What follows belongs to an exercise in optimizing a design on an open flow for small area; a production flow would make more cautious choices. In this exercise RTL edits were held to simulation tests only and were not proved equivalent to the original. The clock port is modelled as an ideal driver; clocking choices that lean on that would not hold on a real chip. Power figures rest on the tool's default switching activity, not on a simulated workload.

## run a
==> flow/design.v <==
localparam int coef_w      = 11;               
localparam int block_len   = 64;
localparam int block_dim   = 8;                
localparam int pipe_depth  = 3;
localparam logic qm_table_a = 1'b0;
localparam logic qm_table_b = 1'b1;
function automatic int shift_of(input logic m, input int idx);
	int row;
	int col;
	int sh;
	row = idx / block_dim;
	col = idx % block_dim;
	if (row == 0 && col < 3) sh = 4 + col;                   
	else if (row == 0 && col == 3) sh = (m == qm_table_a) ? 7 : 6;
	else if (row == 1 && col < 2) sh = 5 + col;              
	else if (row == 1 && col == 2 && m == qm_table_b) sh = 6;
	else if (row == 2 && col == 0) sh = 6;
	else if (row == 4 && col == 4 && m == qm_table_a) sh = 4;
	else sh = 9;
	shift_of = sh;
endfunction
`timescale 1ns/1ps
`default_nettype none
module quant_valid_pipe (
	input  wire        clk,
	input  wire        srst_n,
	input  wire        enable,
	output logic [2:0] stage_en
);
localparam int coef_w      = 11;               
localparam int block_len   = 64;
localparam int block_dim   = 8;                
localparam int pipe_depth  = 3;
localparam logic qm_table_a = 1'b0;
localparam logic qm_table_b = 1'b1;
function automatic int shift_of(input logic m, input int idx);
	int row;
	int col;
	int sh;
	row = idx / block_dim;
	col = idx % block_dim;
	if (row == 0 && col < 3) sh = 4 + col;                   
	else if (row == 0 && col == 3) sh = (m == qm_table_a) ? 7 : 6;
	else if (row == 1 && col < 2) sh = 5 + col;              
	else if (row == 1 && col == 2 && m == qm_table_b) sh = 6;
	else if (row == 2 && col == 0) sh = 6;
	else if (row == 4 && col == 4 && m == qm_table_a) sh = 4;
	else sh = 9;
	shift_of = sh;
endfunction
	always_ff @(posedge clk) begin
		if (!srst_n) begin
			stage_en <= '0;
		end else begin
			stage_en <= {stage_en[pipe_depth-2:0], enable};
		end
	end
endmodule
`default_nettype wire
`timescale 1ns/1ps
`default_nettype none
module quant_input_stage #(
	parameter int idx = 0
) (
	input  wire         clk,
	input  wire         mode,
	input  wire [10:0]  c,
	output wire [10:0]  q
);
localparam int coef_w      = 11;               
localparam int block_len   = 64;
localparam int block_dim   = 8;                
localparam int pipe_depth  = 3;
localparam logic qm_table_a = 1'b0;
localparam logic qm_table_b = 1'b1;
function automatic int shift_of(input logic m, input int idx);
	int row;
	int col;
	int sh;
	row = idx / block_dim;
	col = idx % block_dim;
	if (row == 0 && col < 3) sh = 4 + col;                   
	else if (row == 0 && col == 3) sh = (m == qm_table_a) ? 7 : 6;
	else if (row == 1 && col < 2) sh = 5 + col;              
	else if (row == 1 && col == 2 && m == qm_table_b) sh = 6;
	else if (row == 2 && col == 0) sh = 6;
	else if (row == 4 && col == 4 && m == qm_table_a) sh = 4;
	else sh = 9;
	shift_of = sh;
endfunction
	localparam int sh_a  = shift_of(qm_table_a, idx);
	localparam int sh_b  = shift_of(qm_table_b, idx);
	localparam int res_w = 12 - ((sh_a < sh_b) ? sh_a : sh_b);
	logic [res_w-1:0] r0;
	logic [res_w-1:0] r1;
	logic [res_w-1:0] r2;
	logic [res_w-1:0] r3;
	quant_round_stage #(.sh_a(sh_a), .sh_b(sh_b), .res_w(res_w)) u_round (
		.c    (c),
		.mode (mode),
		.r    (r0)
	);
	always_ff @(posedge clk) begin
		r1 <= r0;
		r2 <= r1;
		r3 <= r2;
	end
	assign q = {{(11-res_w){r3[res_w-1]}}, r3};
endmodule
`default_nettype wire
`timescale 1ns/1ps
`default_nettype none
module quant_round_stage #(
	parameter int sh_a  = 9,   
	parameter int sh_b  = 9,   
	parameter int res_w = 3    
) (
	input  wire [10:0]        c,
	input  wire               mode,
	output logic [res_w-1:0]  r
);
	logic signed [res_w-1:0] r_a;
	logic signed [res_w-1:0] r_b;
	assign r_a = round_of(c, sh_a);
	assign r_b = round_of(c, sh_b);
	function automatic logic [res_w-1:0] round_of(input logic [10:0] v, input int sh);
		logic [res_w-1:0] a;
		logic             carry;
		a = res_w'($signed(v) >>> sh);
		carry = v[sh-1];
		for (int i = 0; i < res_w; i++) begin
			round_of[i] = a[i] ^ carry;
			carry = carry & a[i];
		end
	endfunction
	generate
		if (sh_a == sh_b) begin : g_fixed
			assign r = r_a;
		end else begin : g_mode
			assign r = mode ? r_b : r_a;
		end
	endgenerate
endmodule
`default_nettype wire
`timescale 1ns/1ps
`default_nettype none
module quantizer (
	input  wire              clk,
	input  wire              srst_n,
	input  wire              enable,
	input  wire              mode,
	input  wire [64*11-1:0]  dct,
	output wire [64*11-1:0]  q,
	output wire              valid
);
localparam int coef_w      = 11;               
localparam int block_len   = 64;
localparam int block_dim   = 8;                
localparam int pipe_depth  = 3;
localparam logic qm_table_a = 1'b0;
localparam logic qm_table_b = 1'b1;
function automatic int shift_of(input logic m, input int idx);
	int row;
	int col;
	int sh;
	row = idx / block_dim;
	col = idx % block_dim;
	if (row == 0 && col < 3) sh = 4 + col;                   
	else if (row == 0 && col == 3) sh = (m == qm_table_a) ? 7 : 6;
	else if (row == 1 && col < 2) sh = 5 + col;              
	else if (row == 1 && col == 2 && m == qm_table_b) sh = 6;
	else if (row == 2 && col == 0) sh = 6;
	else if (row == 4 && col == 4 && m == qm_table_a) sh = 4;
	else sh = 9;
	shift_of = sh;
endfunction
	logic [pipe_depth-1:0] stage_en;
	quant_valid_pipe u_valid_pipe (
		.clk      (clk),
		.srst_n   (srst_n),
		.enable   (enable),
		.stage_en (stage_en)
	);
	assign valid = stage_en[pipe_depth-1];  
	for (genvar i = 0; i < block_len; i++) begin : g_lane
		quant_input_stage #(.idx(i)) u_lane (
			.clk  (clk),
			.mode (mode),
			.c    (dct[i*coef_w +: coef_w]),
			.q    (q[i*coef_w +: coef_w])
		);
	end
endmodule
`default_nettype wire
==> flow/config.mk <==
export PLATFORM = sky130hd
export DESIGN_NAME = quantizer
export DESIGN_NICKNAME = quantizer
export VERILOG_FILES = /design/flow/design.v
export SDC_FILE = /design/flow/constraint.sdc
export NUM_CORES = 4
export LEC_CHECK = 0
export CAP_MARGIN = 20
export CORE_AREA = 10 10 510 510
export DIE_AREA = 0 0 520 520
export SLEW_MARGIN = 20
==> flow/constraint.sdc <==
create_clock -name core_clock -period 5.0 [get_ports {clk}]
set_input_delay 1.0000 -clock core_clock [delete_from_list [all_inputs] [get_ports {clk}]]
set_output_delay 1.0000 -clock core_clock [all_outputs]
set_load 0.01 [all_outputs]
standard.sh (not shown) runs the stock make flow with config.mk's settings and CLKGATE_MAP_FILE= SYNTH_SCRIPT=/design/flow/synth_recipe.tcl, a recipe that flattens the netlist after the stock synthesis.
==> flow/flow/run.sh <==
#!/bin/bash
# Standard ORFS layout with smaller port buffers, a leaner clock tree and
# no adder extraction (ABC maps the few increments on its own).
set -euo pipefail
cd "$(dirname "$0")/.."
bash standard.sh \
	ADDER_MAP_FILE= \
	BUFFER_PORTS_ARGS="-buffer_cell sky130_fd_sc_hd__buf_1" \
	CTS_ARGS="-sink_clustering_enable -repair_clock_nets -buf_list sky130_fd_sc_hd__clkbuf_4 -dont_use_dummy_load" \
	finish > standard.log 2>&1
Run a finished every stage and its layout cleared the timing, design-rule and antenna checks.
The inputs of run b differ from those of run a as listed below.
==> flow/flow/run.sh <==
#!/bin/bash
# Standard ORFS layout (the standard.sh) with three changes:
#  - ports get the smallest buffer (buf_1) instead of the default pick;
#  - a leaner clock tree: larger sink clusters, clkbuf_16 only, no dummy loads;
#  - no half/full-adder extraction, so ABC maps the few increments itself.
# All tool output goes to standard.log in this folder (and ORFS's own logs
# under orfs/logs).
set -euo pipefail
cd "$(dirname "$0")/.."
bash standard.sh \
	ADDER_MAP_FILE= \
	BUFFER_PORTS_ARGS="-buffer_cell sky130_fd_sc_hd__buf_1" \
	CTS_ARGS="-sink_clustering_enable -repair_clock_nets -dont_use_dummy_load -buf_list sky130_fd_sc_hd__clkbuf_16 -sink_clustering_size 40 -sink_clustering_max_diameter 60" \
	finish > standard.log 2>&1
-- flow/config.mk --
<<< run a, line 8
export CAP_MARGIN = 20
export CORE_AREA = 10 10 510 510
export DIE_AREA = 0 0 520 520
export SLEW_MARGIN = 20
>>> run b, line 8
export CAP_MARGIN = 20
export CORE_AREA = 125 125 295 295
export DIE_AREA = 0 0 420 420
export SLEW_MARGIN = 20
Notes after the runs:
Between run a and run b, HPWL after detailed placement increased.
Between run b and run a, first-pass GRT wire length is higher for run b, run a comes in under that.
Number of ordinary and repair buffers in the finished layout ended up 339 lower on run b than on run a.
Sort run b and run a by effective utilization at floorplan, descending, and run b comes first.
Re count of placed standard cells including taps: run b and run a aren't equal, and the lower value belongs to run b.
Source of the critical timing path: g_lane[42].u_lane.r3[2]$_DFF_P_ -> run b, g_lane[31].u_lane.r3[2]$_DFF_P_ -> run a


## v4
quantizer, a different RTL version from the one above (not shown whole).
Size: ~680 flip-flops, roughly 1400 I/O pins, roughly 0.019 sq mm of cells after synthesis.
// quantizer
module quantizer (
	input  wire              clk,
	input  wire              srst_n,
	input  wire              enable,
	input  wire              mode,
	input  wire [64*11-1:0]  dct,
	output wire [64*11-1:0]  q,
	output wire              valid
);
Settings: LEC_CHECK=0, CAP_MARGIN=20, CORE_AREA=100 100 320 320, DIE_AREA=0 0 420 420, SLEW_MARGIN=20; clock period 5.0 ns.
==> flow/flow/run.sh <==
#!/bin/bash
# Standard ORFS layout (the standard.sh) with these changes:
#  - synthesis: after elaboration, the coarse lanes' gate modules are bound
#    to the sky130hd cells they describe (canon.tcl, cells.v), and there is
#    no half/full-adder extraction, so ABC maps the few increments itself;
#  - ports get the smallest buffer (buf_1);
#  - the clock tree is built by clock_tree.tcl: the registers in 36 groups
#    of equal size by position, a clkbuf_8 per group and one clkbuf_16 root.
# All tool output goes to standard.log in this folder (and ORFS's own logs
# under orfs/logs).
set -euo pipefail
cd "$(dirname "$0")/.."
here="$PWD"
bash standard.sh \
	ADDER_MAP_FILE= \
	SYNTH_CANONICALIZE_TCL="$here/flow/canon.tcl" \
	QUANT_CELLS_V="$here/flow/cells.v" \
	BUFFER_PORTS_ARGS="-buffer_cell sky130_fd_sc_hd__buf_1" \
	PRE_CTS_TCL="$here/flow/clock_tree.tcl" \
	CTS_ARGS="-clk_nets clk -dont_use_dummy_load -buf_list sky130_fd_sc_hd__clkbuf_8" \
	finish > standard.log 2>&1
==> flow/flow/canon.tcl <==
# Runs inside ORFS's canonicalize step, after the design is elaborated.
# 1. The RTL's small gate modules are replaced by the sky130hd cells they
#    describe, so the coarse lanes keep the gates as written.
# 2. Each lane's rounding module (quant_round_stage, combinational, no
#    registers) is mapped to cells on its own with ABC, before the design
#    is flattened. Registers are untouched.
read_verilog -overwrite $::env(QUANT_CELLS_V)
hierarchy -check -top $::env(DESIGN_NAME)
set dont_use {}
foreach cell $::env(DONT_USE_CELLS) { lappend dont_use -dont_use $cell }
set libs {}
foreach lib $::env(LIB_FILES) { lappend libs -liberty $lib }
yosys proc *quant_round_stage
yosys opt *quant_round_stage
yosys techmap *quant_round_stage
yosys opt -fast *quant_round_stage
yosys abc {*}$libs {*}$dont_use *quant_round_stage
yosys opt_clean *quant_round_stage
==> flow/flow/clock_tree.tcl <==
# Sourced by ORFS cts.tcl before clock_tree_synthesis (PRE_CTS_TCL); the
# CTS call that follows is limited to the net clk, which then has only the
# root buffer as its sink, so it adds nothing.
# Two-level clock tree: the registers are split into NX x NY groups of
# equal size by position (columns by x, then rows by y within a column);
# each group gets a leaf buffer at its centre, and one root buffer at the
# centre of the leaves drives them all from the clock port.
set nx 6
set ny 6
set leaf_master sky130_fd_sc_hd__clkbuf_8
set root_master sky130_fd_sc_hd__clkbuf_16
set block [ord::get_db_block]
set clk_net [$block findNet clk]
set sinks {}
foreach it [$clk_net getITerms] {
  set inst [$it getInst]
  lassign [$inst getLocation] x y
  lappend sinks [list $it $x $y]
}
set n [llength $sinks]
set sinks [lsort -integer -index 1 $sinks]
set cols {}
for {set i 0} {$i < $nx} {incr i} {
  set a [expr {$i * $n / $nx}]
  set b [expr {($i + 1) * $n / $nx - 1}]
  lappend cols [lrange $sinks $a $b]
}
set groups {}
foreach col $cols {
  set col [lsort -integer -index 2 $col]
  set m [llength $col]
  for {set j 0} {$j < $ny} {incr j} {
    set a [expr {$j * $m / $ny}]
    set b [expr {($j + 1) * $m / $ny - 1}]
    lappend groups [lrange $col $a $b]
  }
}
set lm [[ord::get_db] findMaster $leaf_master]
set rm [[ord::get_db] findMaster $root_master]
set root_net [odb::dbNet_create $block clknet_root]
$root_net setSigType CLOCK
set k 0
set lx 0; set ly 0
foreach g $groups {
  set sx 0; set sy 0
  foreach s $g { incr sx [lindex $s 1]; incr sy [lindex $s 2] }
  set cx [expr {$sx / [llength $g]}]
  set cy [expr {$sy / [llength $g]}]
  set buf [odb::dbInst_create $block $lm clkbuf_leaf_$k]
  $buf setLocation $cx $cy
  $buf setPlacementStatus PLACED
  set net [odb::dbNet_create $block clknet_leaf_$k]
  $net setSigType CLOCK
  foreach s $g {
    set it [lindex $s 0]
    $it disconnect
    $it connect $net
  }
  [$buf findITerm X] connect $net
  [$buf findITerm A] connect $root_net
  incr lx $cx; incr ly $cy
  incr k
}
set root [odb::dbInst_create $block $rm clkbuf_root]
$root setLocation [expr {$lx / $k}] [expr {$ly / $k}]
$root setPlacementStatus PLACED
[$root findITerm A] connect $clk_net
[$root findITerm X] connect $root_net
puts "clock tree: $n sinks in $k groups"
Other scripts of this flow, unchanged in this note and not shown: flow/flow/cells.v
### v4 -> v56
- a change of CORE_AREA from 100 100 320 320 to 125 125 295 295
==> flow/flow/canon.tcl <==
# Runs inside ORFS's canonicalize step, after the design is elaborated:
# the RTL's small gate modules are replaced by the cells they describe,
# so ABC leaves those lanes as written. Registers are untouched.
read_verilog -overwrite $::env(QUANT_CELLS_V)
hierarchy -check -top $::env(DESIGN_NAME)
==> comparison <==
v56 completed every stage of the flow, and the final layout passed the timing, design-rule and antenna checks. The cell area of v56 is lower than that of v4. Summary: with v4 as the reference, worst-case vdd ir drop in v56 moved up by more than a quarter. v56 ends up with a logic gate share of total power that is 1.9 points higher than in v4. When v56 is measured against v4, its final wirelength turns out 36000 um higher. v56 vs v4 — layout overhead on the synthesized area dropped 1.6 points.
The following lists how v43 was set up differently from v56:
==> flow/flow/canon.tcl <==
# Runs inside ORFS's canonicalize step, after the design is elaborated.
# 1. The RTL's small gate modules are replaced by the sky130hd cells they
#    describe, so the coarse lanes keep the gates as written.
# 2. Each lane's rounding module (quant_round_stage, combinational, no
#    registers) is mapped to cells on its own with ABC, before the design
#    is flattened. Registers are untouched.
read_verilog -overwrite $::env(QUANT_CELLS_V)
hierarchy -check -top $::env(DESIGN_NAME)
set dont_use {}
foreach cell $::env(DONT_USE_CELLS) { lappend dont_use -dont_use $cell }
set libs {}
foreach lib $::env(LIB_FILES) { lappend libs -liberty $lib }
yosys proc *quant_round_stage
yosys opt *quant_round_stage
yosys techmap *quant_round_stage
yosys opt -fast *quant_round_stage
yosys abc {*}$libs {*}$dont_use *quant_round_stage
yosys opt_clean *quant_round_stage
### Flow results
- v56 was carried through to the last stage, and its layout satisfied the timing, design-rule and antenna checks.
- In v43 the implementation completed, yet the final layout does not meet the checks, the culprit being antenna violations.
- On final RePlAce weighted congestion, the higher figure sits with v56, not v43.
- Taking v56 as the reference, in v43 synthesized cell count went down by 0.75%; switching part of the total held.
- The final cell count of v43 and that of v56 are within noise of each other.
- Going from v56 to v43, final worst-path setup slack has decreased; design area moved down; power saw little to no change; worst hold slack after final layout increased 4.7 ps.
- Comparing v43 against v56, there is no change at all in boundary pin count.
- First-iteration detailed-routing DRC count: v43 vs v56 up 79
- Looking only at sequential share of layout area, and setting everything else aside, the lower value of v43 and v56 goes to v56.
The inputs of v59 differ from those of v43 as listed below.
- a change of CORE_AREA from 125 125 295 295 to 120 120 300 300
## What came out
- Number of tap instances (v59 / v43): 1.13
- Compared with v43, v59 shows a minimum setup slack in the final design that is 110 ps higher.
- On clock latency reported for the late side of the worst-skew pair, v59 tracks v43 almost exactly.
- Status: power after layout parity (v59, v43)
- Area of all placed cells without fillers essentially unchanged between v43 and v59.
- The flow did not stop early for v59: all stages ran, and the layout cleared the timing, design-rule and antenna checks.
- Compared with v43, v59 degrades post-placement worst setup slack.
- Summary of v59 over v43: overall via count from detail_route dropped 58, initial antenna violation count dropped 0.47%, fmax climbed about 4%.
#### Input delta (v24 over v59)
diff --git a/flow/flow/run.sh b/flow/flow/run.sh
--- a/flow/flow/run.sh
+++ b/flow/flow/run.sh
@@ -6,4 +6,4 @@
 #  - ports get the smallest buffer (buf_1);
-#  - the clock tree is built by clock_tree.tcl: the registers in 36 groups
-#    of equal size by position, a clkbuf_8 per group and one clkbuf_16 root.
+#  - the clock tree is built by clock_tree.tcl: the registers in 35 groups
+#    of equal size by position, a clkbuf_8 per group and one clkbuf_8 root.
 # All tool output goes to standard.log in this folder (and ORFS's own logs
diff --git a/flow/flow/clock_tree.tcl b/flow/flow/clock_tree.tcl
--- a/flow/flow/clock_tree.tcl
+++ b/flow/flow/clock_tree.tcl
@@ -7,6 +7,6 @@
 # centre of the leaves drives them all from the clock port.
-set nx 6
-set ny 6
+set nx 5
+set ny 7
 set leaf_master sky130_fd_sc_hd__clkbuf_8
-set root_master sky130_fd_sc_hd__clkbuf_16
+set root_master sky130_fd_sc_hd__clkbuf_8
 set block [ord::get_db_block]
Notes after the runs:
The lower antenna cell count came out of v59.
Between v24 and v59, it is v24 whose setup slack is lower, by 200 ps.
v59 -> v24: total power after layout decreased slightly
Relative to v59, detailed-route wire length on metal 1 has decreased by 1300 um in v24.

-- static timing again, ports no longer ideal --
The flow's constraints put no driver on any port. The routed layouts listed below were extracted and timed again, unchanged, in two steps. Step 1: set_driving_cell puts a clkbuf_16 on clk and a buf_2 on each other input, an assumption about the parent block. Step 2 times the ports against the registers' clock, not the clock port: input delays grow and output delays shrink by t, the midpoint of the rising clock arrivals with the driver on. Three values: no drivers, after step 1, after step 2; two values: the first two.
| run | shift t [ns] | slack for setup (ns) | worst setup path at the end |
|---|---|---|---|
| run a | 1.162 | 1.353 / 1.291 / 1.840 | input to register |
| run b | 0.653 | 2.145 / 2.063 / 2.284 | input to register |
| v4 | 0.667 | 2.067 / 1.997 / 2.664 | register to output |
| v56 | 0.643 | 2.229 / 2.152 / 2.686 | input to register |
| v43 | 0.646 | 2.147 / 2.062 / 2.708 | register to output |
| v59 | 0.650 | 2.253 / 2.177 / 2.734 | input to register |
| v24 | 0.812 | 2.054 / 1.960 / 2.754 | input to register |
